What follows belongs to an exercise in optimizing a design on an open flow for small area and few clock cycles per item; a production flow would make more cautious choices.
Only simulation tests tie the RTL to the original design; equivalence was not proved.
No activity file was given, so power comes from the tool's default toggle rates.

==> flow/design.v <==
package yuv2rgb_pkg;
   localparam int PIX_W   = 8;
   localparam int COEF_W  = 11;
   localparam int YOFF_W  = PIX_W + 1;
   localparam int PROD_W  = 20;
   localparam int CSR_W   = 1;
   localparam int CSR_IDX_W = 1;
   localparam int RND_SHIFT = 8;
   localparam int CHAN_W  = PROD_W - RND_SHIFT;
   localparam int COEF_SET_W = 5 * COEF_W + PIX_W;
   localparam int PROD_SET_W = 5 * PROD_W;
   localparam logic [PIX_W-1:0]  CHROMA_ZERO = 8'd128;
   localparam logic [PIX_W-1:0]  ALPHA_OPAQUE = 8'hFF;
   localparam logic [PIX_W-1:0]  CHAN_MAX = 8'hFF;
   localparam logic signed [PROD_W-1:0] RND_BIAS = 20'sd128;
   localparam logic [CSR_IDX_W-1:0] CSR_FULL_SWING = 1'b0;
   localparam logic [CSR_IDX_W-1:0] CSR_MATRIX_709 = 1'b1;
endpackage
import yuv2rgb_pkg::*;
module yuv2rgb_csr (
   input  logic                   clock,
   input  logic                   reset,
   input  logic                   csr_we,
   input  logic [CSR_IDX_W-1:0]   csr_index,
   input  logic [CSR_W-1:0]       csr_data,
   output logic [COEF_SET_W-1:0]  coef
);
   logic full_swing_ff, full_swing_in;
   logic matrix_709_ff, matrix_709_in;
   always_comb begin
      full_swing_in = full_swing_ff;
      matrix_709_in = matrix_709_ff;
      if (csr_we) begin
         case (csr_index)
            CSR_FULL_SWING: full_swing_in = csr_data[0];
            CSR_MATRIX_709: matrix_709_in = csr_data[0];
            default: ;
         endcase
      end
   end
   always_ff @(posedge clock) begin
      if (reset) begin
         full_swing_ff <= 1'b0;
         matrix_709_ff <= 1'b1;
      end else begin
         full_swing_ff <= full_swing_in;
         matrix_709_ff <= matrix_709_in;
      end
   end
   always_comb begin
      case ({full_swing_ff, matrix_709_ff})
         2'b00:   coef = {11'sd298, 8'd16, 11'sd409, -11'sd100, -11'sd208, 11'sd516};
         2'b01:   coef = {11'sd298, 8'd16, 11'sd459, -11'sd55,  -11'sd136, 11'sd541};
         2'b10:   coef = {11'sd256, 8'd0,  11'sd359, -11'sd88,  -11'sd183, 11'sd454};
         default: coef = {11'sd256, 8'd0,  11'sd403, -11'sd48,  -11'sd120, 11'sd475};
      endcase
   end
endmodule
import yuv2rgb_pkg::*;
module yuv2rgb_mul (
   input  logic                   clock,
   input  logic                   reset,
   input  logic [COEF_SET_W-1:0]  coef,
   input  logic                   in_valid,
   output logic                   in_ready,
   input  logic [PIX_W-1:0]       luma,
   input  logic [PIX_W-1:0]       chroma_blue,
   input  logic [PIX_W-1:0]       chroma_red,
   output logic                   out_valid,
   input  logic                   out_ready,
   output logic [PROD_SET_W-1:0]  prod
);
   logic                      s1_valid_ff;
   logic signed [YOFF_W-1:0]  yoff_ff, yoff_in;
   logic signed [PIX_W-1:0]   d_ff, d_in;
   logic signed [PIX_W-1:0]   e_ff, e_in;
   logic [COEF_SET_W-1:0]     coef_ff;
   logic                      s1_ready;
   logic signed [COEF_W-1:0]  c_ys, c_kr, c_kgu, c_kgv, c_kb;
   logic [PIX_W-1:0]          c_ysub;
   logic                      s2_valid_ff;
   logic signed [PROD_W-1:0]  p_y, p_r, p_gu, p_gv, p_b;
   logic [PROD_SET_W-1:0]     prod_ff;
   logic                      s2_ready;
   assign s2_ready = !s2_valid_ff || out_ready;
   assign s1_ready = !s1_valid_ff || s2_ready;
   assign in_ready = s1_ready;
   assign c_ysub = coef[4*COEF_W +: PIX_W];
   assign {c_ys, c_kr, c_kgu, c_kgv, c_kb} =
      {coef_ff[4*COEF_W+PIX_W +: COEF_W], coef_ff[0 +: 4*COEF_W]};
   always_comb begin
      yoff_in = $signed({1'b0, luma}) - $signed({1'b0, c_ysub});
      d_in    = $signed(chroma_blue - CHROMA_ZERO);
      e_in    = $signed(chroma_red - CHROMA_ZERO);
   end
   always_comb begin
      p_y  = PROD_W'(yoff_ff) * PROD_W'(c_ys);
      p_r  = PROD_W'(e_ff) * PROD_W'(c_kr);
      p_gu = PROD_W'(d_ff) * PROD_W'(c_kgu);
      p_gv = PROD_W'(e_ff) * PROD_W'(c_kgv);
      p_b  = PROD_W'(d_ff) * PROD_W'(c_kb);
   end
   always_ff @(posedge clock) begin
      if (reset) begin
         s1_valid_ff <= 1'b0;
         s2_valid_ff <= 1'b0;
      end else begin
         if (s1_ready) s1_valid_ff <= in_valid;
         if (s2_ready) s2_valid_ff <= s1_valid_ff;
      end
   end
   always_ff @(posedge clock) begin
      if (in_valid && s1_ready) begin
         yoff_ff <= yoff_in;
         d_ff    <= d_in;
         e_ff    <= e_in;
         coef_ff <= coef;
      end
      if (s1_valid_ff && s2_ready) begin
         prod_ff <= {p_y, p_r, p_gu, p_gv, p_b};
      end
   end
   assign out_valid = s2_valid_ff;
   assign prod      = prod_ff;
endmodule
import yuv2rgb_pkg::*;
module yuv2rgb_sat (
   input  logic                   clock,
   input  logic                   reset,
   input  logic                   in_valid,
   output logic                   in_ready,
   input  logic [PROD_SET_W-1:0]  prod,
   output logic                   out_valid,
   input  logic                   out_ready,
   output logic [PIX_W-1:0]       red,
   output logic [PIX_W-1:0]       green,
   output logic [PIX_W-1:0]       blue
);
   function automatic logic [PIX_W-1:0] finish(input logic signed [PROD_W-1:0] sum);
      logic signed [PROD_W-1:0] biased;
      logic signed [CHAN_W-1:0] shifted;
      biased  = sum + RND_BIAS;
      shifted = CHAN_W'(biased >>> RND_SHIFT);
      if (shifted < 0)
         finish = '0;
      else if (shifted > $signed({{(CHAN_W-PIX_W){1'b0}}, CHAN_MAX}))
         finish = CHAN_MAX;
      else
         finish = shifted[PIX_W-1:0];
   endfunction
   logic signed [PROD_W-1:0] p_y, p_r, p_gu, p_gv, p_b;
   logic                     s3_valid_ff;
   logic signed [PROD_W-1:0] sum_r_ff, sum_r_in;
   logic signed [PROD_W-1:0] sum_g_ff, sum_g_in;
   logic signed [PROD_W-1:0] sum_b_ff, sum_b_in;
   logic                     s3_ready;
   logic                     s4_valid_ff;
   logic [PIX_W-1:0]         red_ff, green_ff, blue_ff;
   logic                     s4_ready;
   assign s4_ready = !s4_valid_ff || out_ready;
   assign s3_ready = !s3_valid_ff || s4_ready;
   assign in_ready = s3_ready;
   assign {p_y, p_r, p_gu, p_gv, p_b} = prod;
   always_comb begin
      sum_r_in = p_y + p_r;
      sum_g_in = p_y + p_gu + p_gv;
      sum_b_in = p_y + p_b;
   end
   always_ff @(posedge clock) begin
      if (reset) begin
         s3_valid_ff <= 1'b0;
         s4_valid_ff <= 1'b0;
      end else begin
         if (s3_ready) s3_valid_ff <= in_valid;
         if (s4_ready) s4_valid_ff <= s3_valid_ff;
      end
   end
   always_ff @(posedge clock) begin
      if (in_valid && s3_ready) begin
         sum_r_ff <= sum_r_in;
         sum_g_ff <= sum_g_in;
         sum_b_ff <= sum_b_in;
      end
      if (s3_valid_ff && s4_ready) begin
         red_ff   <= finish(sum_r_ff);
         green_ff <= finish(sum_g_ff);
         blue_ff  <= finish(sum_b_ff);
      end
   end
   assign out_valid = s4_valid_ff;
   assign red       = red_ff;
   assign green     = green_ff;
   assign blue      = blue_ff;
endmodule
import yuv2rgb_pkg::*;
module yuv_to_rgba_color_convert (
   input  logic                             clock,
   input  logic                             reset,
   input  logic                             csr_we,
   input  logic [CSR_IDX_W-1:0] csr_index,
   input  logic [CSR_W-1:0]    csr_data,
   input  logic                             req_valid,
   output logic                             req_ready,
   input  logic [PIX_W-1:0]    req_luma,
   input  logic [PIX_W-1:0]    req_chroma_blue,
   input  logic [PIX_W-1:0]    req_chroma_red,
   output logic                             rsp_valid,
   input  logic                             rsp_ready,
   output logic [PIX_W-1:0]    rsp_red,
   output logic [PIX_W-1:0]    rsp_green,
   output logic [PIX_W-1:0]    rsp_blue,
   output logic [PIX_W-1:0]    rsp_alpha
);
   logic [COEF_SET_W-1:0] coef;
   logic [PROD_SET_W-1:0] prod;
   logic     mid_valid;
   logic     mid_ready;
   yuv2rgb_csr u_csr (
      .clock     (clock),
      .reset     (reset),
      .csr_we    (csr_we),
      .csr_index (csr_index),
      .csr_data  (csr_data),
      .coef      (coef)
   );
   yuv2rgb_mul u_mul (
      .clock       (clock),
      .reset       (reset),
      .coef        (coef),
      .in_valid    (req_valid),
      .in_ready    (req_ready),
      .luma        (req_luma),
      .chroma_blue (req_chroma_blue),
      .chroma_red  (req_chroma_red),
      .out_valid   (mid_valid),
      .out_ready   (mid_ready),
      .prod        (prod)
   );
   yuv2rgb_sat u_sat (
      .clock     (clock),
      .reset     (reset),
      .in_valid  (mid_valid),
      .in_ready  (mid_ready),
      .prod      (prod),
      .out_valid (rsp_valid),
      .out_ready (rsp_ready),
      .red       (rsp_red),
      .green     (rsp_green),
      .blue      (rsp_blue)
   );
   assign rsp_alpha = ALPHA_OPAQUE;
endmodule
==> flow/run.sh <==
#!/bin/bash
# synth_recipe.tcl (not shown) runs the flow's synth.tcl, then flattens the netlist and writes it again
# the make line also repeats each setting of config.mk as NAME=value (left out here)
make -C /OpenROAD-flow-scripts/flow DESIGN_CONFIG=/design/flow/config.mk WORK_HOME=/design/flow/orfs CLKGATE_MAP_FILE= SYNTH_SCRIPT=/design/flow/synth_recipe.tcl finish
==> flow/config.mk <==
export PLATFORM = sky130hd
export DESIGN_NAME = yuv_to_rgba_color_convert
export DESIGN_NICKNAME = yuv_to_rgba_color_convert
export VERILOG_FILES = /design/flow/design.v
export SDC_FILE = /design/flow/constraint.sdc
export NUM_CORES = 4
export LEC_CHECK = 0
export CAP_MARGIN = 20
export CORE_MARGIN = 2
export CORE_UTILIZATION = 40
export SLEW_MARGIN = 20
==> flow/constraint.sdc <==
create_clock -name core_clock -period 5.5 [get_ports {clock}]
set_input_delay 1.1000 -clock core_clock [delete_from_list [all_inputs] [get_ports {clock}]]
set_output_delay 1.1000 -clock core_clock [all_outputs]
set_load 0.01 [all_outputs]
==> impl_metrics.ini <==
[clock_network]
clock-root-buffer = clkbuf_16
cts_buffers = 17
clk_pin_slew_ps = 70
holdBufCountCts = 0
clockBufferDepth = 2
tritoncts = done
clk_latency_ps = 480
numClockSinks = 198
cts_max_level = 4

[place]
dpl-instance-area_um2 = 21000
dp.cells = 2509
io_buffers = 56
post-place-ws_ps = 204
place_hpwl_mm = 34.2
place_congestion = 0.899

[floorplanning]
floorplan.initialDensity_pct = 40.3
ioPinCount = 65
die_x_um = 225
die_h_um = 225
core_area_um2 = 48600
dieArea_um2 = 50800
fp-row-count = 81

[synth]
synth_area_um2 = 19600
syn_avg_cell_area_um2 = 10.7
yosys_warnings = 3
synth_area_leader_cell = edfxtp_1
ys_seq_elements = 198
synth.area.top_cells = edfxtp_1 29%, fa_1 22%, ha_1 18%, inv_1 7.8%, xnor2_1 3.6%
synthFlopType = edfxtp_1
synth-edff-count = 192
synth_cell_type_count = 53
yosys.area.top_type_share_pct = 29.4
syn-instance-count = 1824
async_reset_ff_share_pct = 0
yosysSeqAreaShare_pct = 30.0

[setup_path]
worstSetupPathType = reg -> reg
slowest_delay_ps = 640
cp-end-kind = register
critPathLaunchType = register
path_max_fanout = 9
r2r_cells = 16
required_ps = 5730
worstPathCellList = and2_1 > inv_1 > fa_1 > inv_1 > fa_1 > inv_1 > fa_1 > fa_1 > inv_1 > ha_1 > or3_4 > a21oi_2 > o21ai_1 > or4_1 > a2111o_1 > o211a_1
worstPathBufferInverterCount = 4
cp.arrival_ps = 5520
cp_num_cells = 16
critPathTopFamily = adder cells
slowest_stage = edfxtp_1

[timing]
min_period_ps = 5290
rsz0062_at_grt = false
finalMaxSlewViolations = 0
fmax_mhz = 189
fin_skew_ps = 8.93
holdWs_ps = 490
fin_ws_ps = 208
worst_pin_slew_ps = 639
setup_viol = 0
hold_violations = 0
slew_headroom_pct = 57.3
tns_ps = 0
fin_crit_sh_pct = 96.2

[finish]
fin_util_pct = 44.6
fill_cells = 4596
layout-drive-gt1-share_pct = 3.49
multi_input_area_um2 = 12100
nets = 2438
antenna_cells = 0
fin_area_um2 = 21700
final_cells = 2543
sequential_cell_area_um2 = 5890
syn_to_final_growth_pct = 10.7

[power_and_ir_drop]
p_leak_nw = 10.3
p_total_mw = 13.0
ir_worst_vdd_mv = 0.472
power_per_cell_area_nw_per_um2 = 599

[grt]
first_global_vias = 12900
grt_max_degree = 93
grt_pass1_wl_mm = 65.9
grt_antenna_before_repair = 2
grt-ovfl-total = 0
grt_usage_pct = 16.9

[detailed_routing]
routed_wl_mm = 39.9
viasPerCell = 4.79
drt-pass1-iter-count = 5
drc = 0
vias = 12200
wl_per_cell_um = 15.7
drtIter0Drc = 579
ant_nets = 0

[run]
cap_violations = 0

[outcome]
status = no timing/DRC/antenna violations

[hold_path]
hold_class = reg -> reg
holdPathStages = 2
## sequential cells by signal, summed over array words and instances, names as in the netlist
name                 flops
u_sat.blue_ff            8
u_mul.d_ff               8
u_sat.sum_g_ff          13
u_mul.s1_valid_ff        1
u_sat.red_ff             8
u_csr.matrix_709_ff      1
u_sat.s3_valid_ff        1
u_mul.prod_ff           92
u_sat.green_ff           8
u_mul.yoff_ff            9
u_csr.full_swing_ff      1
u_sat.s4_valid_ff        1
u_mul.coef_ff           12
u_mul.s2_valid_ff        1
u_sat.sum_r_ff          13
u_mul.e_ff               8
u_sat.sum_b_ff          13
## cells in the mapped netlist (8+ instances only)
cell and instances:
nand3_1 24, o21ai_0 27, a21o_1 26, clkbuf_1 10, xnor2_1 80, nor2b_1 16, nand2b_1 19, nor3_1 17
inv_1 409, a21oi_1 92, nand4_1 10, ha_1 281, xor2_1 37, edfxtp_1 192, and2_1 71, and3_1 13
fa_1 217, nand2_1 87, o21bai_1 11, o21a_1 20, nor2_1 81, buf_4 8
## final cells by class
type,instances,share of cell area [%]
clock buffer,17,1.96
clock inverter,14,0.784
inverter,409,7.08
multi-input combinational,1206,56.0
sequential,198,27.1
tap,622,3.59
timing repair buffer,77,3.46
## repair_timing
action                                  4_1_cts  5_1_grt
buffers inserted                              0        2
gates resized for setup                       0        1
endpoints found under the setup margin        0        1
## tightest hold or removal path: cells and delay by family (launching register included)
| family | cells | cell delay (ps) |
|---|---|---|
| AOI/OAI and AO/OA | 1 | 50 |
| DFF | 1 | 340 |
| and+or+nand+nor | 1 | 70 |
## path summary, 6_finish.rpt
| kind | startpoint | to | slack, ps |
|---|---|---|---|
| min | u_mul.s2_valid_ff$_SDFFE_PP0P_ | u_sat.s3_valid_ff$_SDFFE_PP0P_ | 490 |
| min reg2reg | u_mul.s2_valid_ff$_SDFFE_PP0P_ | u_sat.s3_valid_ff$_SDFFE_PP0P_ | 490 |
| max reg2reg | u_mul.d_ff[4]$_DFFE_PP_ | u_mul.prod_ff[19]$_DFFE_PP_ | 210 |
| max | u_mul.d_ff[4]$_DFFE_PP_ | u_mul.prod_ff[19]$_DFFE_PP_ | 210 |
## per-layer routing
layer	up-vias	wire length (um)	track usage, %
li1	6097	-	-
met1	5848	18400	22.2
met4	2	1090	6.67
met3	51	1650	2.78
met2	189	18800	27.9
met5	-	13	0
## power breakdown
part | switching, mW | leakage [nW] | internal, mW
logic | 5.07 | 8.11 | 3.74
clock network | 0.608 | 0.291 | 0.681
registers | 0.281 | 1.85 | 2.62
total | 5.96 | 10.3 | 7.04
## layout by cell type, fill, tap and decap left out, drive strengths merged, types with 13 or more instances in the layout
master,count
a21o,26
a21oi,94
and2,71
and3,13
buf,21
clkbuf,17
clkdlybuf4s50,56
edfxtp,192
fa,217
ha,281
inv,414
nand2,87
nand2b,19
nand3,24
nor2,81
nor2b,16
nor3,17
o21a,20
o21ai,32
xnor2,80
xor2,37
## kinds of logic (layout without fill, tap and decap cells)
logic type / Yosys count / count (layout) / share of synthesized area, %
adder cells (fa/ha/maj): 498 / 498 / 40.1
buffers and inverters: 427 / 517 / 8.33
AND/OR/NAND/NOR: 356 / 356 / 9.01
AO/OA/AOI/OAI: 223 / 223 / 7.09
flip-flops: 198 / 198 / 30.0
XOR/XNOR: 117 / 117 / 5.23
multiplexers: 3 / 3 / 0.160
other: 2 / 9 / 0.0383
Testbench counts, summed over its fixed seeds: cycles 8,384, items 8,192.

-- port drivers added, routing unchanged --
How much do the figures lean on ideal ports? The routed layout below was timed once more, with nothing changed but the port constraints. Step 1: set_driving_cell puts a clkbuf_16 on clock and a buf_2 on each other input, an assumption about the parent block. Step 2, shift: input delay + t, output delay - t, t = (earliest + latest rising clock arrival at the registers) / 2. This alone moves slack from input paths to output paths. Three values: no drivers, after step 1, after step 2; two values: the first two.
t, ns: 0.528
slack for setup (ns): 0.208 / 0.208 / 0.208
hold WS [ns]: 0.490 / 0.490 / 0.490
latest minus earliest clock arrival (ns): 0.010 / 0.009
worst register clock-pin slew, ns: 0.08 / 0.08
After both steps setup and hold are still met in this run. For this run, drivers alone change the setup slack by 0.000 ns; drivers and shift together by 0.000 ns.
